From an optimization exercise on the open Yosys and OpenROAD flow, aimed at small area, a short achievable clock period and few clock cycles per item; shortcuts taken in it are not production practice.
The RTL was checked by simulation tests, not by an equivalence proof against the original design.
Power figures rest on the tool's default switching activity, not on a simulated workload.

`flow/flow/run.sh`:
```
#!/bin/bash
# Standard layout, with plain buf_1 cells as the port buffers.
set -euo pipefail
export BUFFER_PORTS_ARGS="-buffer_cell sky130_fd_sc_hd__buf_1"
bash standard.sh > standard_make.log 2>&1
```
`flow/standard.sh`:
```
#!/bin/bash
# synth_recipe.tcl (not shown) runs the flow's synth.tcl, then flattens the netlist and writes it again
# the make line also repeats each setting of config.mk as NAME=value (left out here)
make -C /OpenROAD-flow-scripts/flow DESIGN_CONFIG=/design/flow/config.mk WORK_HOME=/design/flow/orfs CLKGATE_MAP_FILE= SYNTH_SCRIPT=/design/flow/synth_recipe.tcl "${@:-finish}"
```
`flow/config.mk`:
```
export PLATFORM = sky130hd
export DESIGN_NAME = nvme_admin
export DESIGN_NICKNAME = nvme_admin
export VERILOG_FILES = /design/flow/design.v
export SDC_FILE = /design/flow/constraint.sdc
export NUM_CORES = 4
export LEC_CHECK = 0
export ABC_AREA = 1
export CAP_MARGIN = 20
export CORE_MARGIN = 2
export CORE_UTILIZATION = 40
export CTS_BUF_LIST = sky130_fd_sc_hd__clkbuf_8 sky130_fd_sc_hd__clkbuf_16
export CTS_CLUSTER_DIAMETER = 70
export CTS_CLUSTER_SIZE = 30
export SETUP_SLACK_MARGIN = 3.0
export SLEW_MARGIN = 20
```
`flow/constraint.sdc`:
```
create_clock -name core_clock -period 5.0 [get_ports {clk}]
set_input_delay 1.0000 -clock core_clock [delete_from_list [all_inputs] [get_ports {clk}]]
set_output_delay 1.0000 -clock core_clock [all_outputs]
set_load 0.01 [all_outputs]
```
`flow/design.v`:
```
`default_nettype none
module admin_fifo #(
    parameter int WIDTH   = 8,
    parameter int DEPTH   = 8,
    parameter int DEC_LSB = 0,
    parameter int DEC_W   = 1
) (
    input  wire logic                  clk,
    input  wire logic                  rst_n,
    input  wire logic                  push,
    input  wire logic [WIDTH-1:0]      wr_data,
    input  wire logic                  pop,
    output logic      [WIDTH-1:0]      head,
    output logic                       head_valid,
    output logic      [2**DEC_W-1:0]   head_dec,
    output logic                       can_push
);
    localparam int R  = DEPTH - 1;
    localparam int CW = $clog2(R + 1);
    logic [WIDTH-1:0] mem [R];
    logic [R-1:0]     wr_oh;
    logic [R-1:0]     rd_oh;
    logic [CW-1:0]    rcnt;
    logic [CW-1:0]    rcnt_nx;
    logic             nfull;
    logic             rnempty;
    logic             h_load;
    logic             from_ram;
    logic             ram_wr;
    logic             hv_nx;
    logic [WIDTH-1:0] ram_out;
    logic [WIDTH-1:0] h_in;
    assign h_load   = !head_valid || pop;
    assign from_ram = h_load && rnempty;
    assign ram_wr   = push;
    assign hv_nx    = h_load ? rnempty : 1'b1;
    always_comb begin
        rcnt_nx = rcnt;
        if (ram_wr && !from_ram) rcnt_nx = rcnt + 1'b1;
        if (!ram_wr && from_ram) rcnt_nx = rcnt - 1'b1;
    end
    always_ff @(posedge clk) begin
        if (!rst_n) begin
            wr_oh      <= R'(1);
            rd_oh      <= R'(1);
            rcnt       <= '0;
            nfull      <= 1'b1;
            rnempty    <= 1'b0;
            head_valid <= 1'b0;
            head_dec   <= '0;
        end else begin
            if (ram_wr)   wr_oh <= {wr_oh[R-2:0], wr_oh[R-1]};
            if (from_ram) rd_oh <= {rd_oh[R-2:0], rd_oh[R-1]};
            rcnt       <= rcnt_nx;
            nfull      <= (rcnt_nx != CW'(R));
            rnempty    <= (rcnt_nx != '0);
            head_valid <= hv_nx;
            if (h_load) begin
                head_dec <= '0;
                if (rnempty) head_dec[h_in[DEC_LSB +: DEC_W]] <= 1'b1;
            end
        end
    end
    for (genvar e = 0; e < R; e++) begin : g_ent
        always_ff @(posedge clk) begin
            if (nfull && wr_oh[e]) mem[e] <= wr_data;
        end
    end
    always_comb begin
        ram_out = '0;
        for (int e = 0; e < R; e++) begin
            ram_out = ram_out | (mem[e] & {WIDTH{rd_oh[e]}});
        end
    end
    assign h_in = ram_out;
    always_ff @(posedge clk) begin
        if (h_load) head <= h_in;
    end
    assign can_push = nfull;
endmodule
`default_nettype wire
`default_nettype none
module rq_ingress #(
    parameter int FE_CH = 4,
    parameter int MW    = 63
) (
    input  wire logic [FE_CH*MW-1:0] fe_rq,
    output logic      [FE_CH-1:0]    fe_rq_ready,
    input  wire logic                can_push,
    output logic                     push,
    output logic      [MW-2:0]       wr_data
);
    localparam int FE_IDX = $clog2(FE_CH);
    logic [FE_CH-1:0]  vld;
    logic [FE_CH-1:0]  grant;
    logic [FE_IDX-1:0] sel;
    logic [MW-2:0]     pay;
    always_comb begin
        for (int i = 0; i < FE_CH; i++) vld[i] = fe_rq[i*MW + MW-1];
        grant = vld & ~(vld - 1'b1);
    end
    always_comb begin
        pay = '0;
        sel = '0;
        for (int i = 0; i < FE_CH; i++) begin
            pay = pay | (fe_rq[i*MW +: MW-1] & {(MW-1){grant[i]}});
            sel = sel | (FE_IDX'(i) & {FE_IDX{grant[i]}});
        end
    end
    assign wr_data     = {pay[MW-2:FE_IDX], sel};
    assign push        = can_push && (vld != '0);
    assign fe_rq_ready = grant & {FE_CH{can_push}};
endmodule
`default_nettype wire
`default_nettype none
module rq_egress #(
    parameter int BE_CH = 2,
    parameter int MW    = 63
) (
    input  wire logic                head_valid,
    output logic                     pop,
    input  wire logic [MW-2:0]       head,
    output logic      [BE_CH*MW-1:0] be_rq,
    input  wire logic [BE_CH-1:0]    be_rq_ready
);
    logic [BE_CH-1:0] grant;
    assign grant = be_rq_ready & ~(be_rq_ready - 1'b1);
    assign pop   = head_valid && (be_rq_ready != '0);
    always_comb begin
        for (int b = 0; b < BE_CH; b++) begin
            be_rq[b*MW +: MW] = {head_valid && grant[b], head};
        end
    end
endmodule
`default_nettype wire
`default_nettype none
module cp_ingress #(
    parameter int BE_CH  = 2,
    parameter int MW     = 57,
    parameter int ID_W   = 12,
    parameter int BE_IDX = (BE_CH > 1) ? $clog2(BE_CH) : 1
) (
    input  wire logic [BE_CH*MW-1:0]     be_cp,
    output logic      [BE_CH-1:0]        be_cp_ready,
    input  wire logic                    can_push,
    output logic                         push,
    output logic [MW-1-ID_W+BE_IDX-1:0]  wr_data
);
    localparam int PW = MW - 1 - ID_W;    
    logic [BE_CH-1:0]  vld;
    logic [BE_CH-1:0]  grant;
    logic [BE_IDX-1:0] sel;
    logic [PW-1:0]     pay;
    always_comb begin
        for (int i = 0; i < BE_CH; i++) vld[i] = be_cp[i*MW + MW-1];
        grant = vld & ~(vld - 1'b1);
    end
    always_comb begin
        pay = be_cp[(BE_CH-1)*MW + ID_W +: PW];
        sel = BE_IDX'(BE_CH-1);
        for (int i = BE_CH-2; i >= 0; i--) begin
            if (vld[i]) begin
                pay = be_cp[i*MW + ID_W +: PW];
                sel = BE_IDX'(i);
            end
        end
    end
    assign wr_data     = {pay, sel};
    assign push        = can_push && (vld != '0);
    assign be_cp_ready = grant & {BE_CH{can_push}};
endmodule
`default_nettype wire
`default_nettype none
module cp_egress #(
    parameter int FE_CH  = 4,
    parameter int MW     = 57,
    parameter int ID_W   = 12,
    parameter int BE_IDX = 1
) (
    input  wire logic [FE_CH-1:0]            head_dec,
    output logic                             pop,
    input  wire logic [MW-1-ID_W+BE_IDX-1:0] head,
    output logic      [FE_CH*MW-1:0]         fe_cp,
    input  wire logic [FE_CH-1:0]            fe_cp_ready
);
    logic [FE_CH-1:0] hit;
    assign hit = head_dec & fe_cp_ready;
    assign pop = hit != '0;
    always_comb begin
        for (int h = 0; h < FE_CH; h++) begin
            fe_cp[h*MW +: MW] = {hit[h], head[MW-2+BE_IDX-ID_W:BE_IDX],
                                 ID_W'(head[BE_IDX-1:0])};
        end
    end
endmodule
`default_nettype wire
`default_nettype none
module nvme_admin (
    input  wire logic         clk,
    input  wire logic         rst_n,
    input  wire logic [251:0] fe_rq,
    output logic      [3:0]   fe_rq_ready,
    output logic      [227:0] fe_cp,
    input  wire logic [3:0]   fe_cp_ready,
    output logic      [125:0] be_rq,
    input  wire logic [1:0]   be_rq_ready,
    input  wire logic [113:0] be_cp,
    output logic      [1:0]   be_cp_ready
);
    localparam int FE_CH      = 4;
    localparam int BE_CH      = 2;
    localparam int RQ_W       = 63;
    localparam int CP_W       = 57;
    localparam int ID_W       = 12;
    localparam int FIFO_DEPTH = 8;
    localparam int BE_IDX     = 1;
    localparam int RQ_SW      = RQ_W - 1;
    localparam int CP_SW      = CP_W - 1 - ID_W + BE_IDX;
    logic             rq_push, rq_pop, rq_can_push, rq_head_valid;
    logic [RQ_SW-1:0] rq_wr_data, rq_head;
    logic [1:0]       rq_head_dec;
    logic             cp_push, cp_pop, cp_can_push, cp_head_valid;
    logic [CP_SW-1:0] cp_wr_data, cp_head;
    logic [FE_CH-1:0] cp_head_dec;
    rq_ingress #(
        .FE_CH (FE_CH),
        .MW    (RQ_W)
    ) rq_ingress_inst (
        .fe_rq       (fe_rq),
        .fe_rq_ready (fe_rq_ready),
        .can_push    (rq_can_push),
        .push        (rq_push),
        .wr_data     (rq_wr_data)
    );
    admin_fifo #(
        .WIDTH (RQ_SW),
        .DEPTH (FIFO_DEPTH)
    ) rq_fifo_inst (
        .clk        (clk),
        .rst_n      (rst_n),
        .push       (rq_push),
        .wr_data    (rq_wr_data),
        .pop        (rq_pop),
        .head       (rq_head),
        .head_valid (rq_head_valid),
        .head_dec   (rq_head_dec),
        .can_push   (rq_can_push)
    );
    rq_egress #(
        .BE_CH (BE_CH),
        .MW    (RQ_W)
    ) rq_egress_inst (
        .head_valid  (rq_head_valid),
        .pop         (rq_pop),
        .head        (rq_head),
        .be_rq       (be_rq),
        .be_rq_ready (be_rq_ready)
    );
    cp_ingress #(
        .BE_CH  (BE_CH),
        .MW     (CP_W),
        .ID_W   (ID_W),
        .BE_IDX (BE_IDX)
    ) cp_ingress_inst (
        .be_cp       (be_cp),
        .be_cp_ready (be_cp_ready),
        .can_push    (cp_can_push),
        .push        (cp_push),
        .wr_data     (cp_wr_data)
    );
    admin_fifo #(
        .WIDTH   (CP_SW),
        .DEPTH   (FIFO_DEPTH),
        .DEC_LSB (BE_IDX),
        .DEC_W   (2)
    ) cp_fifo_inst (
        .clk        (clk),
        .rst_n      (rst_n),
        .push       (cp_push),
        .wr_data    (cp_wr_data),
        .pop        (cp_pop),
        .head       (cp_head),
        .head_valid (cp_head_valid),
        .head_dec   (cp_head_dec),
        .can_push   (cp_can_push)
    );
    cp_egress #(
        .FE_CH  (FE_CH),
        .MW     (CP_W),
        .ID_W   (ID_W),
        .BE_IDX (BE_IDX)
    ) cp_egress_inst (
        .head_dec    (cp_head_dec),
        .pop         (cp_pop),
        .head        (cp_head),
        .fe_cp       (fe_cp),
        .fe_cp_ready (fe_cp_ready)
    );
endmodule
`default_nettype wire
```
==> results of run 1 <==
[power breakdown]
part | switching, mW | internal, mW
sequential | 0.905 | 9.85
combinational | 3.84 | 2.11
clock | 2.52 | 1.85
[cell usage after synthesis]
| cell type | count |
|---|---|
| buf_4 | 241 |
| nand4_1 | 168 |
| nand2_4 | 1 |
| nor2_1 | 61 |
| ha_1 | 4 |
| clkinv_1 | 3 |
| nand2_2 | 4 |
| nand3_1 | 20 |
| a21oi_2 | 2 |
| nor2_2 | 1 |
| o21ai_1 | 1 |
| conb_1 | 1 |
| nand3b_1 | 1 |
| buf_1 | 28 |
| nand2_1 | 764 |
| buf_2 | 28 |
| a221oi_1 | 105 |
| a22o_1 | 105 |
| inv_4 | 1 |
| inv_1 | 46 |
| nor2_8 | 1 |
| o21ai_4 | 1 |
| xor2_1 | 2 |
| a221o_1 | 1 |
| o21bai_4 | 1 |
| o21ai_0 | 24 |
| buf_6 | 2 |
| o21ai_2 | 1 |
| dfxtp_1 | 44 |
| a21oi_1 | 7 |
| inv_2 | 3 |
| edfxtp_1 | 856 |
| nand3_2 | 2 |
| clkbuf_1 | 68 |
[logic make-up after synthesis]
| logic type | count (synthesis) | share of synthesized area, % |
|---|---|---|
| adders and majority gates | 4 | 0.141 |
| AOI/OAI and AO/OA | 248 | 5.82 |
| DFF | 900 | 74.7 |
| buffers and inverters | 420 | 7.12 |
| other | 1 | 0.0105 |
| xor gates and xnor gates | 2 | 0.0492 |
| and+or+nand+nor | 1023 | 12.2 |
[worst register-to-register path, delay by kind of cell (launching register included)]
| kind | cells | cell delay, ns |
|---|---|---|
| buf+inv | 2 | 0.47 |
| simple gates | 1 | 0.26 |
| compound gates | 2 | 0.46 |
| flops | 1 | 0.44 |
[through the flow]
step                      std cells  hold WS [ns]  util (%)  area, sq um  total power, mW
final                          4314         0.496      46.7        41200             21.1
after global placement         4133         0.464      43.0        37900             16.2
after CTS                      4266         0.496      45.9        40500             20.9
after detailed placement       4133         0.474      43.0        37900             16.2
after global routing           4314         0.525      46.7        41200             22.1
after floorplan                2641         0.451         -        36200             14.7
[area by class of cell]
cell class / count / area (sq um)
fill: 7704 / 47000
clock inverter: 35 / 405
timing repair inverter: 4 / 30.0
sequential: 900 / 26600
clock buffer: 45 / 1130
timing repair buffer: 787 / 4350
inverter: 53 / 297
multi-input combinational: 1325 / 6920
tap: 1165 / 1460
[timing repair]
action | 4_1_cts | 5_1_grt
gates cloned | 10 | 2
gates resized for setup | 151 | 209
setup endpoints to repair | 1620 | 671
hold buffers | 0 | 0
pin swaps | 17 | 35
buffers inserted | 43 | 46
[registers in the layout (all words and copies together) (netlist names), 7 cells and up]
register / cells
rq_fifo_inst.head: 62
cp_fifo_inst.head: 45
cp_fifo_inst.mem: 315
cp_fifo_inst.wr_oh: 7
rq_fifo_inst.mem: 434
cp_fifo_inst.rd_oh: 7
rq_fifo_inst.rd_oh: 7
rq_fifo_inst.wr_oh: 7
[worst max path at each step]
stage,slack [ns],endpoint,depth (start not counted)
6_report,2.40,fe_rq_ready[3],5
5_1_grt,2.40,fe_rq_ready[3],5
4_1_cts,2.43,fe_rq_ready[3],5
3_5_place_dp,1.69,rq_fifo_inst.mem[6][13]$_DFFE_PP_,7
3_3_place_gp,1.71,rq_fifo_inst.mem[6][13]$_DFFE_PP_,7
2_1_floorplan,2.49,rq_fifo_inst.rnempty$_SDFF_PN0_,10
[layer usage]
layer,GRT usage (%),part of all wire [%],vias up
met1,27.2,44,11200
met5,0,0.017,-
met4,4.69,2.0,2
met2,31.7,48,803
li1,-,-,10200
met3,2.42,5.6,95
==> results.toml, run 1 <==
[min_path]
hold_end = "rq_fifo_inst.wr_oh[6]$_SDFFE_PN0P_"
worstHoldStart = "rq_fifo_inst.wr_oh[6]$_SDFFE_PN0P_"
hold_class = "flop to flop"
min_delay_path_depth = 2

[die]
die_area_sq_um = 91400
core_sq_um = 88200
die_h_microns = 302
io_pins = 734
die_w_microns = 302
rows = 109
initial_core_util_pct = 40.3

[sta]
finalCritPeriodShare_pct = 51.9
skew_ns = 0.0344
rsz0062_at_grt = "true"
tns_ns = 0
tightest_slew_ns = 0.810
setup_viol = 0
fin_crit_ns = 2.60
fmax_ghz = 0.385
layout_setup_ws_ns = 2.40
drv_slew = 0
hold_violations = 0
slew_headroom_pct = 46.0

[route]
ant_nets = 0
routed_wl_mm = 93.6
wire_per_inst_microns = 21.7
vias = 22300
dr.pass1.iters = 7
drt_first_iter_violations = 2056
drc_errors = 0
post_drt_via_cell_ratio = 5.17

[layout]
drive_above_1_share_pct = 16.5
final_common_cell = "edfxtp_1"
final_cell_mix = "edfxtp_1 (856), nand2_1 (749), buf_1 (436), clkbuf_2 (170), nand4_1 (168)"
fin_nets = 3493
diodes = 0
area_growth_pct = 15.8

[synthesis]
synth_top_area_cell = "edfxtp_1"
synth.top_cell.area_share_pct = 72.2
yosysUniqueCellTypes = 34
synth_area_leaders = "edfxtp_1 (72%), nand2_1 (8.1%), buf_4 (5.1%)"
synth.avg_cell_area_sq_um = 13.7
netlist_instances = 2598
ys_seq_area_share_pct = 74.7
yosysWarnings = 8
synth_area_sq_um = 35600
ys_seq_elements = 900

[worst_setup_path]
worstPathArrival_ns = 1.60
r2r-end = "rq_fifo_inst.head[29]$_DFFE_PN_"
worstPathMaxFanout = 4
r2r_slack_ns = 3.08
cp_cell_sequence = "clkbuf_16 -> nor2_8 -> nand3_4 -> nor2_4 -> buf_6"
r2r_cells = 5
critPathLaunch = "fe_rq[62]"
required_ns = 4.00
cp_top_family = "simple AND/OR/NAND/NOR gates"
start_kind = "primary input"
crit_buf_inv = 2
r2r_start = "rq_fifo_inst.rd_oh[2]$_SDFFE_PN0P_"
endpoint_kind = "primary output"
cp_slowest_stage_delay_ns = 0.14
worstSetupPathType = "primary input to primary output"
cpMaxStageDelayCell = "clkbuf_16"

[global_routing]
grt.total_usage_pct = 19.2
first_global_vias = 19900
grt_pass1_wl_mm = 130
overflow = 0
antenna_found_initial = 5
grt_max_degree = 64

[clock_network]
root_buffer = "clkbuf_16"
numCtsBuffers = 44
htreeDepth = 2
cts.sinks = 900
clock_latency_ns = 0.62
path_clk_slew_ns = 0.10
cts_tree = "done"
cts.path.max_buffers = 3

[placement]
port_buffers = 657
place_hpwl_mm = 51.4
gp_congestion = 0.728
place_ws_ns = 1.69

[status]
status = "no timing/DRC/antenna violations"

[pwr]
p_leak_nw = 14.5
irDropWorstVdd_v = 0.000294
p_per_area_nw_per_um2 = 511

[run]
drv_cap = 0
Testbench counts, summed over its fixed seeds: cycles 2,060, items 3,072.
==> run 2: changes to the inputs <==
--- a/flow/config.mk
+++ b/flow/config.mk
@@ -7,3 +7,2 @@
 export LEC_CHECK = 0
-export ABC_AREA = 1
 export CAP_MARGIN = 20
==> run 2 against run 1 <==
Net effect:
- register-to-register slack got worse by 0.08 ns
- sequential cell count unchanged
- sequential power decreased by 8%
- sequential share of layout area increased by 0.55 points
- global-route usage increased by 0.73 points
- clock power increased by 3%
- cell count decreased by 12%
- total power decreased by 13%
- via count decreased by 5.4%
- largest cell class unchanged
==> results.toml, run 2 <==
[worst_setup_path]
cp_slowest_stage_delay_ns = 0.17
start_kind = "primary input"
required_ns = 4.00
endpoint_kind = "primary output"
r2r_slack_ns = 3.00
cpMaxStageDelayCell = "nor3_4"
worstPathMaxFanout = 4
worstPathArrival_ns = 1.58
worstSetupPathType = "primary input to primary output"
r2r_cells = 6
r2r-end = "cp_fifo_inst.nfull$_SDFF_PN1_"
cp_cell_sequence = "clkbuf_16 -> nor3_4 -> and3_1 -> buf_2"
r2r_start = "cp_fifo_inst.head_dec[0]$_SDFFE_PN0N_"

[pwr]
intPower_mw = 12.7
p_per_area_nw_per_um2 = 448
p_leak_nw = 13.6
sw_frac_of_total_pct = 30.7
combinationalPowerShare_pct = 21.5
power_frac_seq_pct = 54.1
irDropWorstVdd_v = 0.000299
clock_power_share_pct = 24.4
p_sw_mw = 5.62
p_total_mw = 18.3

[synthesis]
netlist_instances = 2117
synth.top_cell.area_share_pct = 73.4
synth_top_family_by_area = "compound AO/OA/AOI/OAI gates"
synth_xor_area_share_pct = 0.179
synth-edff-count = 856
synth_area_leaders = "edfxtp_1 (73%), a22oi_1 (6.0%), buf_4 (5.2%)"
yosysUniqueCellTypes = 48
synth_common_cells = "edfxtp_1 (856), a22oi_1 (278), buf_4 (242)"
synth.avg_cell_area_sq_um = 16.5
synthMuxAreaShare_pct = 1.70
synth_top_area_cell = "edfxtp_1"
synth_fa_ha_area_share_pct = 0.143
synth_compound_area_share_pct = 11.5
synth_ff_type = "edfxtp_1"
yosys.area_share.simple_pct = 3.65
synth_area_sq_um = 35000
yosysWarnings = 8
ys_seq_elements = 900
ys_seq_area_share_pct = 75.9
yosysMostFrequentCell = "edfxtp_1"
async_flop_share_pct = 0

[die]
core_sq_um = 86800
initial_core_util_pct = 40.3
rows = 108
die_w_microns = 300
die_h_microns = 300
die_area_sq_um = 89900
io_pins = 734

[global_routing]
overflow = 0
first_global_vias = 20300
use_met3_pct = 2.45
grt_pass1_wl_mm = 133
grt_max_degree = 118
grt.total_usage_pct = 19.9
gr-max-usage-layer = "met2"
met1_usage_pct = 24.9
grtUsageMet2_pct = 36.3
antenna_found_initial = 7

[layout]
postLayoutCellArea_sq_um = 40900
utilization_pct = 47.1
drive_above_1_share_pct = 23.7
stdcell_count = 3784
largest_reg_flops = 434
regMostFlops = "rq_fifo_inst.mem"
final_cell_mix = "edfxtp_1 (856), buf_1 (438), a22oi_1 (218), clkbuf_2 (177), nand3_1 (111)"
final_common_cell = "edfxtp_1"
top_regs = "rq_fifo_inst.mem x434, cp_fifo_inst.mem x315, rq_fifo_inst.head x62"
area_growth_pct = 16.7
fin_nets = 2968

[clock_network]
clock_latency_ns = 0.64
root_buffer = "clkbuf_16"
cts_tree = "done"
numCtsBuffers = 45
path_clk_slew_ns = 0.09
cts.path.max_buffers = 3
htreeDepth = 2
cts.sinks = 900

[min_path]
hold_end = "cp_fifo_inst.wr_oh[4]$_SDFFE_PN0P_"
min_delay_path_depth = 2
hold_class = "flop to flop"
worstHoldStart = "cp_fifo_inst.wr_oh[3]$_SDFFE_PN0P_"

[status]
status = "no timing/DRC/antenna violations"

[placement]
placed_cells = 3630
gp_congestion = 0.769
port_buffers = 657
postPlaceCellArea_sq_um = 37500
place_ws_ns = 1.76
place_hpwl_mm = 53.5

[route]
vias = 21100
post_drt_via_cell_ratio = 5.57
ant_nets = 0
drt_first_iter_violations = 2459
routed_wl_mm = 98.4
dr.pass1.iters = 8
wire_per_inst_microns = 26.0
drc_errors = 0

[sta]
hold_violations = 0
rsz0062_at_grt = "true"
tightest_slew_ns = 1.00
skew_ns = 0.0502
tns_ns = 0
fin_crit_ns = 2.58
fin_hold_ws_ns = 0.474
slew_headroom_pct = 33.2
layout_setup_ws_ns = 2.42
drv_slew = 0
setup_viol = 0
fmax_ghz = 0.388
finalCritPeriodShare_pct = 51.6

[run]
drv_cap = 0
## run 2: power groups by stage
stage / Sequential (mW) / Combinational, mW / Clock, mW
2_1_floorplan: 9.95 / 2.84 / 0
3_3_place_gp: 10.0 / 3.44 / 0
3_5_place_dp: 10.1 / 3.43 / 0
4_1_cts: 9.91 / 3.66 / 4.57
5_1_grt: 9.98 / 4.23 / 4.84
6_report: 9.90 / 3.94 / 4.47
## run 2: worst max path at each step
stage                                                    to  cells after the start       start  slack [ns]
final                                        fe_rq_ready[3]                      4  fe_rq[125]        2.42
after global routing                         fe_rq_ready[3]                      4  fe_rq[125]        2.40
after CTS                                    fe_rq_ready[3]                      4  fe_rq[125]        2.42
after detailed placement  rq_fifo_inst.mem[4][51]$_DFFE_PP_                      5  fe_rq[125]        1.76
after global placement    rq_fifo_inst.mem[2][51]$_DFFE_PP_                      5  fe_rq[125]        1.82
after floorplan                              fe_rq_ready[1]                      5   fe_rq[62]        2.39
## run 2: critical path, delay by kind of cell
kind / cells / cell delay (ns)
buffers and inverters: 2 / 0.26
and+or+nand+nor: 2 / 0.33
## run 2: routing by layer
| layer | wire length (microns) | vias to the layer above |
|---|---|---|
| met1 | 37600 | 10700 |
| li1 | - | 9229 |
| met5 | 35 | - |
| met4 | 2860 | 6 |
| met2 | 51100 | 991 |
| met3 | 6830 | 119 |
## run 2: cells by family after synthesis
family / after synthesis
AO/OA/AOI/OAI: 486
flip-flops: 900
adder cells (fa/ha/maj): 4
AND/OR/NAND/NOR: 277
other: 1
buffers and inverters: 390
XOR/XNOR: 5
multiplexers: 54
## run 2: cell type report
type                            instances  area (sq um)
Antenna cell                            4          10.0
Clock buffer                           45          1130
Clock inverter                         37           492
Fill cell                            7380         45900
Inverter                               13          76.3
Multi-Input combinational cell        875          6800
Sequential cell                       900         26600
Tap cell                             1155          1450
Timing Repair Buffer                  755          4290
## run 2: timing repair
action | 4_1_cts | 5_1_grt
setup buffers | 31 | 17
hold buffers | 0 | 0
setup endpoints to repair | 1110 | 986
resized for setup | 137 | 264
cloned | 10 | 9
pin swaps | 26 | 12
==> run 3: changes to the inputs <==
--- a/flow/design.v
+++ b/flow/design.v
@@ -80,2 +80,57 @@
 endmodule
+module admin_chain #(
+    parameter int WIDTH   = 8,
+    parameter int DEPTH   = 8,
+    parameter int DEC_LSB = 0,
+    parameter int DEC_W   = 1
+) (
+    input  wire logic                  clk,
+    input  wire logic                  rst_n,
+    input  wire logic                  push,
+    input  wire logic [WIDTH-1:0]      wr_data,
+    input  wire logic                  pop,
+    output logic      [WIDTH-1:0]      head,
+    output logic                       head_valid,
+    output logic      [2**DEC_W-1:0]   head_dec,
+    output logic                       can_push
+);
+    logic [WIDTH-1:0] st [DEPTH];
+    logic [DEPTH-1:0] vld;
+    logic [DEPTH-1:0] vld_nx;
+    logic [DEPTH-1:0] full_from;    
+    logic [DEPTH-1:0] en;           
+    always_comb begin
+        full_from[DEPTH-1] = vld[DEPTH-1];
+        for (int k = DEPTH-2; k >= 0; k--) full_from[k] = vld[k] && full_from[k+1];
+        for (int k = 0; k < DEPTH; k++) en[k] = !full_from[k] || pop;
+        for (int k = 0; k < DEPTH; k++) begin
+            if (en[k]) vld_nx[k] = (k == 0) ? push : vld[k-1];
+            else       vld_nx[k] = vld[k];
+        end
+    end
+    always_ff @(posedge clk) begin
+        if (!rst_n) begin
+            vld      <= '0;
+            can_push <= 1'b1;
+            head_dec <= '0;
+        end else begin
+            vld      <= vld_nx;
+            can_push <= !(&vld_nx);
+            if (en[DEPTH-1]) begin
+                head_dec <= '0;
+                if (vld[DEPTH-2]) head_dec[st[DEPTH-2][DEC_LSB +: DEC_W]] <= 1'b1;
+            end
+        end
+    end
+    always_ff @(posedge clk) begin
+        if (en[0]) st[0] <= wr_data;
+    end
+    for (genvar k = 1; k < DEPTH; k++) begin : g_st
+        always_ff @(posedge clk) begin
+            if (en[k]) st[k] <= st[k-1];
+        end
+    end
+    assign head       = st[DEPTH-1];
+    assign head_valid = vld[DEPTH-1];
+endmodule
 `default_nettype wire
@@ -234,3 +289,3 @@
     );
-    admin_fifo #(
+    admin_chain #(
         .WIDTH (RQ_SW),
--- a/flow/config.mk
+++ b/flow/config.mk
@@ -13,3 +13,3 @@
 export CTS_CLUSTER_SIZE = 30
-export SETUP_SLACK_MARGIN = 3.0
+export SETUP_SLACK_MARGIN = 3.2
 export SLEW_MARGIN = 20
==> run 3 against run 2 <==
Net effect:
- via count is 17% lower
- routed wire length is 19% lower
- setup slack worse by 0.017 ns
- synthesized cell count is 17% lower
- clock skew is 0.010 ns lower
- combinational power is 32% lower
- clock power hardly changed
- still clean on timing, DRC and antenna
- final area is 3.6% lower
- hold slack worse by 0.082 ns
- critical path type unchanged
- global-route usage is 2.0 points lower
==> results.toml, run 3 <==
[placement]
port_buffers = 657
place_hpwl_mm = 43.7
placed_cells = 3213
postPlaceCellArea_sq_um = 35000
gp_congestion = 0.816
place_ws_ns = 1.29

[sta]
tns_ns = 0
tightest_slew_ns = 0.858
drv_slew = 0
hold_violations = 0
slew_headroom_pct = 42.8
rsz0062_at_grt = "true"
finalCritPeriodShare_pct = 51.9
layout_setup_ws_ns = 2.40
setup_viol = 0
skew_ns = 0.0401
fin_crit_ns = 2.60
fin_hold_ws_ns = 0.392
fmax_ghz = 0.385

[synthesis]
synth.avg_cell_area_sq_um = 18.5
synth.top_cell.area_share_pct = 79.2
synth-edff-count = 856
yosysWarnings = 8
yosysUniqueCellTypes = 45
ys_seq_elements = 889
yosysMostFrequentCell = "edfxtp_1"
ys_seq_area_share_pct = 81.3
synth_common_cells = "edfxtp_1 (856), buf_4 (241), a22oi_1 (150)"
netlist_instances = 1756
synth_ff_type = "edfxtp_1"
synth_top_area_cell = "edfxtp_1"
async_flop_share_pct = 0
synth_area_leaders = "edfxtp_1 (79%), buf_4 (5.6%), a22oi_1 (3.5%)"
synth_area_sq_um = 32400

[status]
status = "no timing/DRC/antenna violations"

[worst_setup_path]
start_kind = "primary input"
r2r_start = "rq_fifo_inst.vld[5]$_SDFF_PN0_"
cp_slowest_stage_delay_ns = 0.16
cp_top_family = "simple AND/OR/NAND/NOR gates"
worstPathArrival_ns = 1.60
worstPathMaxFanout = 7
cpMaxStageDelayCell = "nor3_4"
r2r-end = "rq_fifo_inst.st[0][43]$_DFFE_PN_"
required_ns = 4.00
crit_buf_inv = 2
r2r_slack_ns = 2.89
r2r_cells = 6
worstSetupPathType = "primary input to primary output"
endpoint_kind = "primary output"
cp_cell_sequence = "clkbuf_16 -> nor3_4 -> and3_1 -> buf_2"

[layout]
largest_reg_flops = 496
drive_above_1_share_pct = 26.5
final_cell_mix = "edfxtp_1 (856), buf_1 (414), clkbuf_2 (209), a22oi_1 (100), nor2_1 (80)"
final_common_cell = "edfxtp_1"
stdcell_count = 3413
regMostFlops = "rq_fifo_inst.st"
postLayoutCellArea_sq_um = 39400
n_fill_cell = 6647
area_growth_pct = 21.4
top_regs = "rq_fifo_inst.st x496, cp_fifo_inst.mem x315, cp_fifo_inst.head x45"
fin_nets = 2692

[route]
post_drt_via_cell_ratio = 5.15
wire_per_inst_microns = 23.4
wl_met3_mm = 4.84
highest-signal-layer = "met5"
ant_nets = 0
vias = 17600
drc_errors = 0
met2WireLength_mm = 39.5
routed_wl_mm = 79.9
drt_first_iter_violations = 1794
wl_met1_mm = 34.4
dr.pass1.iters = 7

[clock_network]
root_buffer = "clkbuf_16"
cts_tree = "done"
htreeDepth = 2
path_clk_slew_ns = 0.10
numCtsBuffers = 45
cts.path.max_buffers = 3
cts.sinks = 889
clock_latency_ns = 0.62

[run]
drv_cap = 0

[min_path]
worstHoldStart = "rq_fifo_inst.st[1][25]$_DFFE_PN_"
min_delay_path_depth = 0
hold_end = "rq_fifo_inst.st[2][25]$_DFFE_PN_"
hold_class = "flop to flop"

[global_routing]
grt_max_degree = 110
first_global_vias = 17100
grt_pass1_wl_mm = 109
grt.total_usage_pct = 17.9
overflow = 0
antenna_found_initial = 7

[pwr]
irDropWorstVdd_v = 0.000258
p_leak_nw = 14.2
p_per_area_nw_per_um2 = 423

[die]
die_area_sq_um = 83400
rows = 104
io_pins = 734
initial_core_util_pct = 40.3
die_w_microns = 289
core_sq_um = 80400
die_h_microns = 289
run 3: worst max-delay path by stage:
stage              startpoint  cells after the start  slack, ns                               end
2_1_floorplan  be_rq_ready[1]                      6       1.80  rq_fifo_inst.can_push$_SDFF_PN1_
3_3_place_gp   be_rq_ready[1]                      6       1.35   rq_fifo_inst.st[0][0]$_DFFE_PN_
3_5_place_dp   be_rq_ready[1]                      6       1.29  rq_fifo_inst.st[0][60]$_DFFE_PN_
4_1_cts             fe_rq[62]                      4       2.40                    fe_rq_ready[3]
5_1_grt             fe_rq[62]                      4       2.37                    fe_rq_ready[3]
6_report            fe_rq[62]                      4       2.40                    fe_rq_ready[3]
run 3: kinds of logic (layout without fill, tap and decap cells):
family / after synthesis / in the layout / synth area share, %
AND/OR/NAND/NOR: 183 / 203 / 2.66
AO/OA/AOI/OAI: 288 / 288 / 7.38
flip-flops: 889 / 889 / 81.3
multiplexers: 52 / 52 / 1.77
other: 1 / 46 / 0.0116
XOR/XNOR: 3 / 3 / 0.0810
buffers and inverters: 337 / 869 / 6.72
adder cells (fa/ha/maj): 3 / 3 / 0.108
run 3: where the power goes:
group,switching [mW],total [mW],internal (mW)
sequential,0.466,9.53,9.06
clock,2.52,4.47,1.95
combinational,1.56,2.68,1.12
run 3: area by class of cell:
class                      instances  area (sq um)  area share [%]
multi-input combinational        593          5060            12.8
clock inverter                    34           423            1.07
timing repair buffer             772          4880            12.4
tap                             1060          1330            3.37
clock buffer                      48          1200            3.05
timing repair inverter             1          7.51          0.0191
antenna                            2          5.00          0.0127
sequential                       889         26400            67.0
inverter                          14          93.8           0.238
run 3: what timing repair did:
item                       4_1_cts  5_1_grt
hold buffers                     0        0
setup endpoints to repair     1210      823
pin swaps                       17       15
buffers inserted                59       12
gates resized for setup        187      254
gates cloned                    37        8
run 3: worst register-to-register path: stages, from the launching register on:
cell	delay, ns
dfxtp_2	0.68
and4_4	0.35
and2_4	0.19
nand4_4	0.15
buf_12	0.23
buf_12	0.14
buf_12	0.13
run 3: stage by stage:
stage,util (%),total power [mW]
global route,49.0,17.3
global placement,43.5,11.8
CTS,48.1,16.6
detailed placement,43.5,11.9
floorplan,-,11.5
finish,49.0,16.7
run 3: layer usage:
metal  vias up  global-route usage (%)
met4         4                    3.51
met5         -                       0
met3        83                    2.71
met2       668                    29.5
met1      8990                    25.6
li1       7833                       -
Testbench counts of run 3, summed over its fixed seeds: cycles 2,060, items 3,072.
==> run 4: changes to the inputs <==
--- a/flow/config.mk
+++ b/flow/config.mk
@@ -13,3 +13,3 @@
 export CTS_CLUSTER_SIZE = 30
-export SETUP_SLACK_MARGIN = 3.2
+export SETUP_SLACK_MARGIN = 3.0
 export SLEW_MARGIN = 20
==> run 4 against run 3 <==
Net effect:
- fmax about the same
- utilization is 1.5 points lower
- non-clock buffer count decreased by 44
- combinational power fell by 11%
- hold slack gained 0.026 ns
- cell count fell by 1.7%
- register-to-register slack about the same
- final area down 3.1%
- via count down 3.4%
- synthesized area did not move
- largest cell class unchanged
- total power down 0.71%
- sequential cell count unchanged
==> results.toml, run 4 <==
[synthesis]
synth.avg_cell_area_sq_um = 18.5
yosysWarnings = 8
ys_seq_elements = 889
netlist_instances = 1756
ys_seq_area_share_pct = 81.3
async_flop_share_pct = 0
synth_area_sq_um = 32400
synth-edff-count = 856
yosysUniqueCellTypes = 45
synth_ff_type = "edfxtp_1"
yosysMostFrequentCell = "edfxtp_1"
synth_top_area_cell = "edfxtp_1"
synth_common_cells = "edfxtp_1 (856), buf_4 (241), a22oi_1 (150)"
synth.top_cell.area_share_pct = 79.2
synth_area_leaders = "edfxtp_1 (79%), buf_4 (5.6%), a22oi_1 (3.5%)"

[sta]
setup_viol = 0
tightest_slew_ns = 1.01
slew_headroom_pct = 32.6
fmax_ghz = 0.385
skew_ns = 0.0394
fin_crit_ns = 2.59
finalCritPeriodShare_pct = 51.9
rsz0062_at_grt = "true"
drv_slew = 0
tns_ns = 0
hold_violations = 0

[worst_setup_path]
endpoint_kind = "primary output"
worstPathMaxFanout = 6
worstSetupPathType = "primary input to primary output"
start_kind = "primary input"
worstPathArrival_ns = 1.59
required_ns = 4.00

[placement]
port_buffers = 657
postPlaceCellArea_sq_um = 34800
place_hpwl_mm = 43.4
gp_congestion = 0.849
placed_cells = 3212

[global_routing]
first_global_vias = 16500
antenna_found_initial = 2
grt.total_usage_pct = 16.6
grt_max_degree = 79
overflow = 0
grt_pass1_wl_mm = 103

[layout]
postLayoutCellArea_sq_um = 38200
final_cell_mix = "edfxtp_1 (856), buf_1 (423), clkbuf_2 (194), a22oi_1 (100), nor2_1 (81)"
area_growth_pct = 17.7
drive_above_1_share_pct = 23.6
top_regs = "rq_fifo_inst.st x496, cp_fifo_inst.mem x315, cp_fifo_inst.head x45"
stdcell_count = 3356
fin_nets = 2636
regMostFlops = "rq_fifo_inst.st"
final_common_cell = "edfxtp_1"
largest_reg_flops = 496

[die]
io_pins = 734
rows = 104
initial_core_util_pct = 40.3
die_w_microns = 289
die_h_microns = 289
core_sq_um = 80400
die_area_sq_um = 83400

[route]
ant_nets = 0
dr.pass1.iters = 6
drt_first_iter_violations = 1612
wire_per_inst_microns = 22.5
routed_wl_mm = 75.4
post_drt_via_cell_ratio = 5.06
vias = 17000
drc_errors = 0

[pwr]
p_leak_nw = 13.6
irDropWorstVdd_v = 0.000286
p_per_area_nw_per_um2 = 434

[clock_network]
path_clk_slew_ns = 0.11
numCtsBuffers = 46
cts.path.max_buffers = 3
clock_latency_ns = 0.62
root_buffer = "clkbuf_16"
cts.sinks = 889
cts_tree = "done"
htreeDepth = 2
postCtsHoldBufs = 0

[status]
status = "no timing/DRC/antenna violations"

[run]
drv_cap = 0

[min_path]
hold_class = "flop to flop"
==> run 4: cells by family (layout without fill, tap and decap cells) <==
logic type               after synthesis  in the layout  share of synthesized area [%]
flip-flops                           889            889                           81.3
buffers and inverters                337            825                           6.72
AO/OA/AOI/OAI                        288            288                           7.38
AND/OR/NAND/NOR                      183            191                           2.66
multiplexers                          52             52                           1.77
adder cells (fa/ha/maj)                3              3                          0.108
XOR/XNOR                               3              3                         0.0810
other                                  1             45                         0.0116
==> run 4: power breakdown <==
part / switching, mW / internal, mW / total (mW)
registers: 0.544 / 9.07 / 9.61
clock network: 2.53 / 2.04 / 4.57
logic: 1.44 / 0.939 / 2.38
total: 4.51 / 12.0 / 16.6
==> run 4: area by class of cell <==
type | instances | area (sq um)
antenna | 1 | 2.50
clock buffer | 47 | 1180
clock inverter | 36 | 519
fill | 6756 | 42200
inverter | 14 | 82.6
multi-input combinational | 581 | 4630
sequential | 889 | 26400
tap | 1060 | 1330
timing repair buffer | 728 | 4050
==> run 4: worst paths after layout <==
check / startpoint / endpoint / slack, ns / cells past startpoint
setup / recovery: fe_rq[62] / fe_rq_ready[3] / 2.41 / 4
setup reg to reg: rq_fifo_inst.vld[6]$_SDFF_PN0_ / rq_fifo_inst.can_push$_SDFF_PN1_ / 2.90 / 6
hold / removal: rq_fifo_inst.st[1][34]$_DFFE_PN_ / rq_fifo_inst.st[2][34]$_DFFE_PN_ / 0.42 / 0
hold reg to reg: rq_fifo_inst.st[1][34]$_DFFE_PN_ / rq_fifo_inst.st[2][34]$_DFFE_PN_ / 0.42 / 0
==> run 4: metal layers <==
layer / global-route usage [%] / part of all wire (%)
met4: 3.96 / 1.7
met5: 0 / 0
met2: 27.0 / 49
met3: 2.67 / 5.9
met1: 23.5 / 43
==> run 4: what timing repair did <==
item                       in CTS  in global routing
buffers inserted               27                  9
setup endpoints to repair     829                520
pin swaps                       4                  9
gates cloned                   12                 12
resized for setup             100                256
==> run 4: worst max-delay path: stages <==
cell       delay, ns
clkbuf_16       0.14
nor3_4          0.16
and3_1          0.16
buf_2           0.12
==> run 4: per-stage QoR <==
stage	hold slack [ns]	power, mW	worst slack (ns)	utilization (%)
detailed placement	0.405	11.9	1.37	43.3
global placement	0.400	11.8	1.41	43.3
CTS	0.417	16.6	2.41	46.5
floorplan	0.400	11.5	1.80	-
global route	0.422	17.2	2.38	47.5
finish	0.418	16.6	2.41	47.5
==> run 5: changes to the inputs <==
--- a/flow/config.mk
+++ b/flow/config.mk
@@ -10,5 +10,5 @@
 export CORE_UTILIZATION = 40
-export CTS_BUF_LIST = sky130_fd_sc_hd__clkbuf_8 sky130_fd_sc_hd__clkbuf_16
-export CTS_CLUSTER_DIAMETER = 70
-export CTS_CLUSTER_SIZE = 30
+export CTS_BUF_LIST = sky130_fd_sc_hd__clkbuf_8
+export CTS_CLUSTER_DIAMETER = 60
+export CTS_CLUSTER_SIZE = 20
 export SETUP_SLACK_MARGIN = 3.0
==> run 5 against run 4 <==
Net effect:
- still clean on timing, DRC and antenna
- combinational power barely moved
- utilization fell by 0.85 points
- sequential cell count did not move
- routed wire length fell by 0.99%
- synthesized area did not move
- clock power fell by 19%
- hold slack got worse by 0.016 ns
- fmax barely moved
- die area did not move
- sequential power barely moved
- synthesized cell count did not move
==> results.toml, run 5 <==
[status]
status = "no timing/DRC/antenna violations"

[pwr]
sw_frac_of_total_pct = 27.3
intPower_mw = 11.4
p_sw_mw = 4.28
p_per_area_nw_per_um2 = 418
clock_power_share_pct = 23.6
p_leak_nw = 13.3
combinationalPowerShare_pct = 15.1
irDropWorstVdd_v = 0.000208
power_frac_seq_pct = 61.3

[layout]
area_growth_pct = 15.6
drive_above_1_share_pct = 23.5
n_fill_cell = 6835
largest_reg_flops = 496
stdcell_count = 3368
final_cell_mix = "edfxtp_1 (856), buf_1 (425), clkbuf_2 (194), a22oi_1 (100), nor2_1 (81)"
fin_nets = 2641
final_common_cell = "edfxtp_1"
top_regs = "rq_fifo_inst.st x496, cp_fifo_inst.mem x315, cp_fifo_inst.head x45"
postLayoutCellArea_sq_um = 37500
regMostFlops = "rq_fifo_inst.st"

[worst_setup_path]
endpoint_kind = "primary output"
worstSetupPathType = "primary input to primary output"
worstPathMaxFanout = 6
required_ns = 4.00
cpMaxStageDelayCell = "and3_1"
r2r_start = "rq_fifo_inst.vld[6]$_SDFF_PN0_"
cp_cell_sequence = "clkbuf_16 -> nor3_4 -> and3_1 -> buf_2"
r2r_cells = 6
cp_top_family = "simple AND/OR/NAND/NOR gates"
crit_buf_inv = 2
crit_cells = 4
worstPathArrival_ns = 1.60
cp_slowest_stage_delay_ns = 0.17
start_kind = "primary input"
critPathLaunch = "fe_rq[62]"

[synthesis]
synth_area_sq_um = 32400
yosysUniqueCellTypes = 45
synth_common_cells = "edfxtp_1 (856), buf_4 (241), a22oi_1 (150)"
yosysMostFrequentCell = "edfxtp_1"
ys_seq_area_share_pct = 81.3
synth_area_leaders = "edfxtp_1 (79%), buf_4 (5.6%), a22oi_1 (3.5%)"
synth_top_area_cell = "edfxtp_1"
synth_ff_type = "edfxtp_1"
netlist_instances = 1756
synth-edff-count = 856
synth.avg_cell_area_sq_um = 18.5
synth.top_cell.area_share_pct = 79.2
async_flop_share_pct = 0
ys_seq_elements = 889
yosysWarnings = 8

[min_path]
worstHoldStart = "rq_fifo_inst.st[5][60]$_DFFE_PN_"
hold_class = "flop to flop"
min_delay_path_depth = 0

[route]
dr.pass1.iters = 5
wire_per_inst_microns = 22.2
routed_wl_mm = 74.7
ant_nets = 0
vias = 17100
post_drt_via_cell_ratio = 5.07
drc_errors = 0
drt_first_iter_violations = 1494

[sta]
hold_violations = 0
drv_slew = 0
setup_viol = 0
fmax_ghz = 0.385
skew_ns = 0.0642
slew_headroom_pct = 42.7
rsz0062_at_grt = "true"
fin_crit_ns = 2.60
tightest_slew_ns = 0.860
tns_ns = 0
finalCritPeriodShare_pct = 51.9

[global_routing]
grt.total_usage_pct = 16.6
antenna_found_initial = 4
grt_pass1_wl_mm = 103
grt_max_degree = 79
first_global_vias = 16600
overflow = 0

[clock_network]
numCtsBuffers = 59
postCtsHoldBufs = 0
cts_tree = "done"
path_clk_slew_ns = 0.11
clock_latency_ns = 0.70
root_buffer = "clkbuf_8"
cts.sinks = 889
htreeDepth = 2
cts.path.max_buffers = 3

[die]
die_area_sq_um = 83400
io_pins = 734
rows = 104
initial_core_util_pct = 40.3
die_h_microns = 289
core_sq_um = 80400
die_w_microns = 289

[placement]
postPlaceCellArea_sq_um = 34800
place_hpwl_mm = 43.4
gp_congestion = 0.849
port_buffers = 657
placed_cells = 3212

[run]
drv_cap = 0
run 5: cell counts after synthesis:
Identical to the previous run, type by type.
run 5: worst paths after layout:
kind                                            to  slack [ns]
setup / recovery                    fe_rq_ready[3]        2.40
hold / removal    rq_fifo_inst.st[6][60]$_DFFE_PN_        0.40
setup reg to reg  rq_fifo_inst.can_push$_SDFF_PN1_        2.94
hold reg to reg   rq_fifo_inst.st[6][60]$_DFFE_PN_        0.40
run 5: cell type report:
cell class | count | area (sq um) | share of cell area, %
antenna | 2 | 5.00 | 0.0134
clock buffer | 60 | 826 | 2.20
clock inverter | 42 | 402 | 1.07
inverter | 14 | 75.1 | 0.200
multi-input combinational | 579 | 4590 | 12.2
sequential | 889 | 26400 | 70.4
tap | 1060 | 1330 | 3.54
timing repair buffer | 722 | 3860 | 10.3
run 5: logic make-up (layout without fill, tap and decap cells):
| logic type | Yosys count | count (layout) | share of synthesized area [%] |
|---|---|---|---|
| AOI/OAI and AO/OA | 288 | 288 | 7.38 |
| xor gates and xnor gates | 3 | 3 | 0.0810 |
| adders and majority gates | 3 | 3 | 0.108 |
| buffers and inverters | 337 | 838 | 6.72 |
| DFF | 889 | 889 | 81.3 |
| muxes | 52 | 52 | 1.77 |
| other | 1 | 46 | 0.0116 |
| and+or+nand+nor | 183 | 189 | 2.66 |
run 5: power groups by stage:
stage	Combinational [mW]	Sequential (mW)	Clock, mW
2_1_floorplan	1.91	9.61	0
3_3_place_gp	2.13	9.72	0
3_5_place_dp	2.14	9.77	0
4_1_cts	2.24	9.61	3.85
5_1_grt	2.57	9.69	4.10
6_report	2.37	9.61	3.71
run 5: timing repair:
action                                  4_1_cts  5_1_grt
pin swaps                                     9        4
gates cloned                                 12        4
endpoints found under the setup margin      793      574
hold endpoints to repair                      0        0
resized for setup                           108      241
buffers inserted                             26       10
run 5: routing by layer:
layer / up-vias / track usage [%] / share of wire [%]
li1: 7685 / - / -
met5: - / 0 / 0
met1: 8634 / 23.3 / 42
met2: 652 / 26.9 / 49
met4: 0 / 4.41 / 2.0
met3: 91 / 3.14 / 6.8
run 5: stage by stage:
stage               setup slack [ns]  power [mW]  util [%]  hold WS (ns)
floorplan                       1.80        11.5         -         0.400
global placement                1.41        11.8      43.3         0.400
detailed placement              1.37        11.9      43.3         0.405
CTS                             2.40        15.7      45.9         0.400
global route                    2.37        16.4      46.6         0.409
finish                          2.40        15.7      46.6         0.402
==> run 6: changes to the inputs <==
--- a/flow/config.mk
+++ b/flow/config.mk
@@ -11,4 +11,4 @@
 export CTS_BUF_LIST = sky130_fd_sc_hd__clkbuf_8
-export CTS_CLUSTER_DIAMETER = 60
-export CTS_CLUSTER_SIZE = 20
+export CTS_CLUSTER_DIAMETER = 50
+export CTS_CLUSTER_SIZE = 16
 export SETUP_SLACK_MARGIN = 3.0
==> run 6 against run 5 <==
Net effect:
- sequential share of layout area decreased by 0.70 points
- clock power increased by 23%
- cell count increased by 0.80%
- utilization increased by 0.47 points
- critical endpoint unchanged
- largest cell class unchanged
==> results.toml, run 6 <==
[clock_network]
path_clk_slew_ns = 0.09
htreeDepth = 3
root_buffer = "clkbuf_8"
numCtsBuffers = 82
cts.path.max_buffers = 3
cts_tree = "done"
clock_latency_ns = 0.73
cts.sinks = 889
postCtsHoldBufs = 0

[worst_setup_path]
worstPathArrival_ns = 1.60
start_kind = "primary input"
endpoint_kind = "primary output"
cpMaxStageDelayCell = "and3_1"
required_ns = 4.00
cp_top_family = "simple AND/OR/NAND/NOR gates"
worstSetupPathType = "primary input to primary output"
cp_cell_sequence = "clkbuf_16 -> nor3_4 -> and3_1 -> buf_2"
worstPathMaxFanout = 5
cp_slowest_stage_delay_ns = 0.17
crit_buf_inv = 2

[route]
routed_wl_mm = 74.7
ant_nets = 0
post_drt_via_cell_ratio = 5.08
dr.pass1.iters = 5
wire_per_inst_microns = 22.0
vias = 17200
drc_errors = 0
drt_first_iter_violations = 1630

[sta]
tns_ns = 0
hold_violations = 0
drv_slew = 0
tightest_slew_ns = 0.873
finalCritPeriodShare_pct = 52.1
layout_setup_ws_ns = 2.40
fin_hold_ws_ns = 0.392
skew_ns = 0.0868
slew_headroom_pct = 41.8
setup_viol = 0
fmax_ghz = 0.384
rsz0062_at_grt = "true"
fin_crit_ns = 2.60

[layout]
largest_reg_flops = 496
final_common_cell = "edfxtp_1"
regMostFlops = "rq_fifo_inst.st"
area_growth_pct = 16.7
fin_nets = 2656
drive_above_1_share_pct = 24.6
top_regs = "rq_fifo_inst.st x496, cp_fifo_inst.mem x315, cp_fifo_inst.head x45"
final_cell_mix = "edfxtp_1 (856), buf_1 (425), clkbuf_2 (196), a22oi_1 (100), clkbuf_8 (86)"

[synthesis]
async_flop_share_pct = 0
synth_common_cells = "edfxtp_1 (856), buf_4 (241), a22oi_1 (150)"
synth_area_leaders = "edfxtp_1 (79%), buf_4 (5.6%), a22oi_1 (3.5%)"
ys_seq_area_share_pct = 81.3
yosysWarnings = 8
yosysUniqueCellTypes = 45
netlist_instances = 1756
synth_top_area_cell = "edfxtp_1"
synth.avg_cell_area_sq_um = 18.5
synth_ff_type = "edfxtp_1"
synth-edff-count = 856
synth.top_cell.area_share_pct = 79.2
yosysMostFrequentCell = "edfxtp_1"
ys_seq_elements = 889
synth_area_sq_um = 32400

[die]
die_w_microns = 289
io_pins = 734
rows = 104
core_sq_um = 80400
initial_core_util_pct = 40.3
die_area_sq_um = 83400
die_h_microns = 289

[placement]
place_ws_ns = 1.37
port_buffers = 657
place_hpwl_mm = 43.4
gp_congestion = 0.849

[global_routing]
grtUsageMet2_pct = 27.1
use_met3_pct = 3.07
grt_pass1_wl_mm = 104
first_global_vias = 16800
met1_usage_pct = 23.3
gr-max-usage-layer = "met2"
grt.total_usage_pct = 16.8
antenna_found_initial = 4
grt_max_degree = 79
overflow = 0

[pwr]
p_leak_nw = 13.5
irDropWorstVdd_v = 0.000202
p_per_area_nw_per_um2 = 437

[run]
drv_cap = 0

[min_path]
hold_class = "flop to flop"

[status]
status = "no timing/DRC/antenna violations"
==> run 6: cell counts after synthesis <==
No cell type changed its count.
==> run 6: metrics by stage <==
| step | power, mW | area, sq um | util, % | cells |
|---|---|---|---|---|
| floorplan | 11.5 | 33300 | - | 1799 |
| global placement | 11.8 | 34800 | 43.3 | 3212 |
| detailed placement | 11.9 | 34800 | 43.3 | 3212 |
| CTS | 16.6 | 37300 | 46.4 | 3382 |
| global route | 17.3 | 37900 | 47.1 | 3395 |
| finish | 16.6 | 37900 | 47.1 | 3395 |
==> run 6: routing by layer <==
| layer | vias to the layer above | wire (microns) |
|---|---|---|
| li1 | 7714 | - |
| met2 | 684 | 36500 |
| met5 | - | 0 |
| met1 | 8730 | 31500 |
| met4 | 0 | 1780 |
| met3 | 113 | 4900 |
==> run 6: where the power goes <==
| group | internal [mW] | total (mW) | switching [mW] |
|---|---|---|---|
| registers | 9.07 | 9.61 | 0.542 |
| clock network | 1.99 | 4.57 | 2.58 |
| logic | 0.934 | 2.37 | 1.44 |
==> run 6: logic make-up (layout without fill, tap and decap cells) <==
| family | Yosys count | count (layout) | synth area share [%] |
|---|---|---|---|
| other cells | 1 | 45 | 0.0116 |
| fa+ha+maj | 3 | 3 | 0.108 |
| mux | 52 | 52 | 1.77 |
| flops | 889 | 889 | 81.3 |
| xor+xnor | 3 | 3 | 0.0810 |
| buf+inv | 337 | 866 | 6.72 |
| compound gates | 288 | 288 | 7.38 |
| simple gates | 183 | 189 | 2.66 |
==> run 6: area by class of cell <==
type,instances,area [sq um]
antenna,1,2.50
sequential,889,26400
tap,1060,1330
timing repair buffer,714,3710
fill,6779,42600
inverter,14,75.1
clock inverter,55,619
multi-input combinational,579,4580
clock buffer,83,1140
==> run 6: what timing repair did <==
item / CTS / global route
pin swaps: 10 / 5
cloned: 11 / 4
gates resized for setup: 94 / 243
setup endpoints to repair: 800 / 565
buffers inserted: 21 / 8
==> run 6: path summary, 6_finish.rpt <==
kind                            slack, ns                             start  depth (start not counted)                               end
worst max-delay path                 2.40                         fe_rq[62]                          4                    fe_rq_ready[3]
worst min-delay path                 0.39  rq_fifo_inst.st[1][26]$_DFFE_PN_                          0  rq_fifo_inst.st[2][26]$_DFFE_PN_
worst max register to register       2.98    rq_fifo_inst.vld[7]$_SDFF_PN0_                          7  rq_fifo_inst.can_push$_SDFF_PN1_
worst min register to register       0.39  rq_fifo_inst.st[1][26]$_DFFE_PN_                          0  rq_fifo_inst.st[2][26]$_DFFE_PN_
==> run 7: changes to the inputs <==
--- a/flow/config.mk
+++ b/flow/config.mk
@@ -13,3 +13,3 @@
 export CTS_CLUSTER_SIZE = 16
-export SETUP_SLACK_MARGIN = 3.0
+export SETUP_SLACK_MARGIN = 2.7
 export SLEW_MARGIN = 20
==> run 7 against run 6 <==
Net effect:
- hold slack better by 0.0013 ns
- via count down 0.20%
- clock power down 4%
- sequential power down 0.6%
- utilization down 0.88 points
- synthesized area unchanged
- sequential cell count unchanged
- fmax down 0.56%
- sequential share of layout area up 1.3 points
- final area down 1.9%
- total power down 1.7%
- routed wire length down 2.5%
- critical endpoint unchanged
==> results.toml, run 7 <==
[placement]
gp_congestion = 0.849
postPlaceCellArea_sq_um = 34600
port_buffers = 657
place_hpwl_mm = 44.2

[layout]
largest_reg_flops = 496
postLayoutCellArea_sq_um = 37200
final_cell_mix = "edfxtp_1 (856), buf_1 (431), clkbuf_2 (183), a22oi_1 (150), clkbuf_8 (84)"
top_regs = "rq_fifo_inst.st x496, cp_fifo_inst.mem x315, cp_fifo_inst.head x45"
fin_nets = 2643
drive_above_1_share_pct = 21.4
final_common_cell = "edfxtp_1"
regMostFlops = "rq_fifo_inst.st"
utilization_pct = 46.2
area_growth_pct = 14.5

[synthesis]
async_flop_share_pct = 0
yosysWarnings = 8
synth_area_leaders = "edfxtp_1 (79%), buf_4 (5.6%), a22oi_1 (3.5%)"
synth.top_cell.area_share_pct = 79.2
synth_common_cells = "edfxtp_1 (856), buf_4 (241), a22oi_1 (150)"
synth.avg_cell_area_sq_um = 18.5
yosysUniqueCellTypes = 45
ys_seq_elements = 889
synth_top_area_cell = "edfxtp_1"
synth_ff_type = "edfxtp_1"
netlist_instances = 1756
yosysMostFrequentCell = "edfxtp_1"
ys_seq_area_share_pct = 81.3
synth-edff-count = 856
synth_area_sq_um = 32400

[worst_setup_path]
r2r_slack_ns = 2.83
required_ns = 4.00
endpoint_kind = "primary output"
start_kind = "primary input"
worstSetupPathType = "primary input to primary output"
worstPathArrival_ns = 1.62
r2r_cells = 4
r2r_start = "rq_fifo_inst.vld[6]$_SDFF_PN0_"
r2r-end = "rq_fifo_inst.st[3][5]$_DFFE_PN_"
worstPathMaxFanout = 5

[global_routing]
first_global_vias = 16500
antenna_found_initial = 5
grt_max_degree = 63
overflow = 0
grt_pass1_wl_mm = 100
grt.total_usage_pct = 16.1

[sta]
setup_viol = 0
drv_slew = 0
tns_ns = 0
rsz0062_at_grt = "true"
fmax_ghz = 0.382
tightest_slew_ns = 1.00
fin_crit_ns = 2.62
slew_headroom_pct = 33.2
finalCritPeriodShare_pct = 52.4
skew_ns = 0.0512
hold_violations = 0

[die]
die_h_microns = 289
die_w_microns = 289
initial_core_util_pct = 40.3
core_sq_um = 80400
die_area_sq_um = 83400
io_pins = 734
rows = 104

[clock_network]
path_clk_slew_ns = 0.10
numCtsBuffers = 79
cts.path.max_buffers = 3
postCtsHoldBufs = 0
cts_tree = "done"
clock_latency_ns = 0.69
cts.sinks = 889
root_buffer = "clkbuf_8"
htreeDepth = 3

[route]
post_drt_via_cell_ratio = 5.10
vias = 17200
drt_first_iter_violations = 1435
wire_per_inst_microns = 21.6
ant_nets = 0
routed_wl_mm = 72.9
drc_errors = 0
dr.pass1.iters = 7

[pwr]
p_per_area_nw_per_um2 = 438
power_frac_seq_pct = 58.7
sw_frac_of_total_pct = 26.9
p_sw_mw = 4.37
p_leak_nw = 13.3
intPower_mw = 11.9
irDropWorstVdd_v = 0.000186
clock_power_share_pct = 27.0
combinationalPowerShare_pct = 14.3

[min_path]
hold_end = "rq_fifo_inst.st[3][34]$_DFFE_PN_"
min_delay_path_depth = 0
hold_class = "flop to flop"
worstHoldStart = "rq_fifo_inst.st[2][34]$_DFFE_PN_"

[run]
drv_cap = 0

[status]
status = "no timing/DRC/antenna violations"
## run 7: cell counts after synthesis
No cell type changed its count.
## run 7: power groups by stage
| stage | registers [mW] | logic, mW | clock network, mW |
|---|---|---|---|
| after floorplan | 9.61 | 1.88 | 0 |
| after global routing | 9.64 | 2.51 | 4.82 |
| after CTS | 9.55 | 2.18 | 4.56 |
| after global placement | 9.66 | 2.14 | 0 |
| after detailed placement | 9.71 | 2.14 | 0 |
| final | 9.55 | 2.32 | 4.40 |
## run 7: cells by family (layout without fill, tap and decap cells)
family | Yosys count | in the layout | synth area share [%]
AO/OA/AOI/OAI | 288 | 288 | 7.38
adder cells (fa/ha/maj) | 3 | 3 | 0.108
AND/OR/NAND/NOR | 183 | 187 | 2.66
XOR/XNOR | 3 | 3 | 0.0810
multiplexers | 52 | 52 | 1.77
other | 1 | 47 | 0.0116
buffers and inverters | 337 | 848 | 6.72
flip-flops | 889 | 889 | 81.3
## run 7: metrics by stage
stage	std cells	power [mW]	setup slack, ns	hold WS (ns)
floorplan	1799	11.5	1.80	0.400
global placement	3221	11.8	1.49	0.401
detailed placement	3221	11.9	1.44	0.405
CTS	3362	16.3	2.39	0.397
global route	3376	17.0	2.38	0.404
finish	3377	16.3	2.38	0.393
## run 7: metal layers
layer / up-vias / wire [microns] / track usage (%)
met2: 725 / 34600 / 25.5
met1: 8688 / 31900 / 23.0
met4: 2 / 1250 / 4.23
met3: 110 / 5170 / 3.20
met5: - / 13 / 0
li1: 7682 / - / -
## run 7: final cells by class
type | instances | area, sq um
multi-input combinational | 577 | 4240
antenna | 3 | 7.51
clock inverter | 45 | 509
fill | 6896 | 43300
tap | 1060 | 1330
timing repair buffer | 706 | 3470
sequential | 889 | 26400
clock buffer | 83 | 1140
inverter | 14 | 70.1
## run 7: worst max-delay path by stage
stage	to	from	cells after the start
floorplan	rq_fifo_inst.can_push$_SDFF_PN1_	be_rq_ready[1]	6
global placement	rq_fifo_inst.st[1][6]$_DFFE_PN_	be_rq_ready[1]	5
detailed placement	rq_fifo_inst.st[1][6]$_DFFE_PN_	be_rq_ready[1]	5
CTS	fe_rq_ready[3]	fe_rq[62]	4
global route	fe_rq_ready[3]	fe_rq[188]	4
finish	fe_rq_ready[3]	fe_rq[188]	4
## run 7: critical path: stages
cell,delay [ns]
buf_4,0.14
nor3_4,0.17
and3_1,0.18
buf_2,0.13
## run 7: what timing repair did
item,CTS,global route
setup endpoints to repair,508,534
buffers inserted,11,7
pin swaps,4,3
gates resized for setup,66,250
cloned,2,5
==> run 8: changes to the inputs <==
--- a/flow/config.mk
+++ b/flow/config.mk
@@ -13,3 +13,3 @@
 export CTS_CLUSTER_SIZE = 16
-export SETUP_SLACK_MARGIN = 2.7
+export SETUP_SLACK_MARGIN = 2.3
 export SLEW_MARGIN = 20
==> run 8 against run 7 <==
Net effect:
- still clean on timing, DRC and antenna
- clock-buffer cell count is 1 lower
- sequential power hardly changed
- synthesized area stayed put
- critical path type unchanged
- largest cell class unchanged
- largest power group unchanged
==> results.toml, run 8 <==
[sta]
hold_violations = 0
tns_ns = 0
drv_slew = 0
fin_crit_ns = 2.70
fin_hold_ws_ns = 0.387
slew_headroom_pct = 30.0
fmax_ghz = 0.370
rsz0062_at_grt = "true"
finalCritPeriodShare_pct = 54.0

[layout]
regMostFlops = "rq_fifo_inst.st"
n_fill_cell = 6926
largest_reg_flops = 496
fin_nets = 2625
final_cell_mix = "edfxtp_1 (856), buf_1 (652), a22oi_1 (150), nor2_1 (82), clkbuf_8 (82)"
top_regs = "rq_fifo_inst.st x496, cp_fifo_inst.mem x315, cp_fifo_inst.head x45"
final_common_cell = "edfxtp_1"
drive_above_1_share_pct = 10.8
area_growth_pct = 13.2

[clock_network]
htreeDepth = 3
cts_tree = "done"
cts.sinks = 889

[synthesis]
ys_seq_elements = 889
synth_top_family_by_area = "compound AO/OA/AOI/OAI gates"
synth_xor_area_share_pct = 0.0810
synth_fa_ha_area_share_pct = 0.108
yosysUniqueCellTypes = 45
async_flop_share_pct = 0
synth.top_cell.area_share_pct = 79.2
synth_common_cells = "edfxtp_1 (856), buf_4 (241), a22oi_1 (150)"
synth_area_leaders = "edfxtp_1 (79%), buf_4 (5.6%), a22oi_1 (3.5%)"
synth_ff_type = "edfxtp_1"
ys_seq_area_share_pct = 81.3
synth-edff-count = 856
yosysWarnings = 8
synth_area_sq_um = 32400

[global_routing]
overflow = 0
grt_max_degree = 92
antenna_found_initial = 8
grt_pass1_wl_mm = 101
grt.total_usage_pct = 16.4
first_global_vias = 16400

[worst_setup_path]
cpMaxStageDelayCell = "clkbuf_4"
cp_cell_sequence = "clkbuf_4 -> buf_12 -> and2_1 -> buf_1"
required_ns = 4.00
critPathLaunch = "be_cp[56]"
endpoint_kind = "primary output"
worstPathMaxFanout = 12
r2r_cells = 5
cp_slowest_stage_delay_ns = 0.22
crit_cells = 4
start_kind = "primary input"
crit_buf_inv = 3
crit_end = "be_cp_ready[0]"
r2r-end = "rq_fifo_inst.st[2][30]$_DFFE_PN_"
worstPathArrival_ns = 1.70

[route]
dr.pass1.iters = 6
wire_per_inst_microns = 21.2
drc_errors = 0
vias = 17000
routed_wl_mm = 71.6
post_drt_via_cell_ratio = 5.05

[placement]
gp_congestion = 0.895
placed_cells = 3218

[pwr]
irDropWorstVdd_v = 0.000311
p_per_area_nw_per_um2 = 455

[die]
core_sq_um = 80400
io_pins = 734
die_area_sq_um = 83400
die_h_microns = 289
rows = 104

[status]
status = "no timing/DRC/antenna violations"
## run 8: metal layers
layer | track usage, % | vias up | part of all wire (%)
met1 | 21.0 | 8525 | 40
met3 | 2.75 | 115 | 6.6
met2 | 27.7 | 740 | 50
met4 | 6.52 | 0 | 3.0
li1 | - | 7667 | -
met5 | 0 | - | 0
## run 8: logic make-up after synthesis
group | count (synthesis)
AOI/OAI and AO/OA | 288
muxes | 52
buffers and inverters | 337
other | 1
and+or+nand+nor | 183
adders and majority gates | 3
DFF | 889
xor gates and xnor gates | 3
## run 8: worst reg2reg max path, stage by stage (launching register included)
cell,delay (ns)
dfxtp_1,0.39
nor3b_4,0.46
and4_4,0.35
and2_4,0.28
nand2_4,0.30
buf_4,0.43
## run 8: per-stage QoR
stage / worst slack, ns / instance area, sq um / utilization (%)
6_report: 2.30 / 36700 / 45.7
5_1_grt: 2.28 / 36700 / 45.7
4_1_cts: 2.24 / 36600 / 45.6
3_5_place_dp: 1.24 / 34500 / 42.9
3_3_place_gp: 1.36 / 34500 / 42.9
2_1_floorplan: 1.80 / 32700 / -
## run 8: how the worst min path moves through the flow
stage / startpoint / to / slack [ns] / depth (start not counted)
after CTS: rq_fifo_inst.st[1][33]$_DFFE_PN_ / rq_fifo_inst.st[2][33]$_DFFE_PN_ / 0.38 / 0
final: rq_fifo_inst.st[1][33]$_DFFE_PN_ / rq_fifo_inst.st[2][33]$_DFFE_PN_ / 0.39 / 0
after global routing: rq_fifo_inst.st[1][33]$_DFFE_PN_ / rq_fifo_inst.st[2][33]$_DFFE_PN_ / 0.38 / 0
after detailed placement: rq_fifo_inst.st[0][52]$_DFFE_PN_ / rq_fifo_inst.st[1][52]$_DFFE_PN_ / 0.40 / 0
after floorplan: rq_fifo_inst.st[0][0]$_DFFE_PN_ / rq_fifo_inst.st[1][0]$_DFFE_PN_ / 0.40 / 0
after global placement: rq_fifo_inst.st[5][12]$_DFFE_PN_ / rq_fifo_inst.st[6][12]$_DFFE_PN_ / 0.40 / 0
## run 8: layout make-up
class	count	area [sq um]	share of cell area [%]
Clock buffer	82	1130	3.07
Timing Repair Buffer	688	2810	7.65
Tap cell	1060	1330	3.61
Inverter	14	60.1	0.164
Sequential cell	889	26400	71.8
Multi-Input combinational cell	575	4160	11.3
Antenna cell	7	17.5	0.0477
Clock inverter	58	843	2.30
## run 8: what timing repair did
| item | 4_1_cts | 5_1_grt |
|---|---|---|
| endpoints found under the hold margin | 0 | 0 |
| setup endpoints to repair | 65 | 60 |
| setup buffers | 0 | 4 |
| hold buffers | 0 | 0 |
| gates cloned | 3 | 1 |
| resized for setup | 13 | 5 |
| pin swaps | 0 | 1 |
## run 8: report_power, final
group	leakage (nW)	total, mW	switching, mW	internal [mW]
logic	2.46	2.15	1.45	0.705
clock network	0.987	5.01	2.57	2.44
registers	9.11	9.53	0.463	9.07
total	12.6	16.7	4.48	12.2

Re-timed with assumed drivers on the ports (clkbuf_16 on the clock, buf_2 on other inputs), run 8 has 2.275 ns of setup slack against 2.301 ns with ideal ports, and 1.740 ns once port delays also move by the mid clock arrival of 0.754 ns.
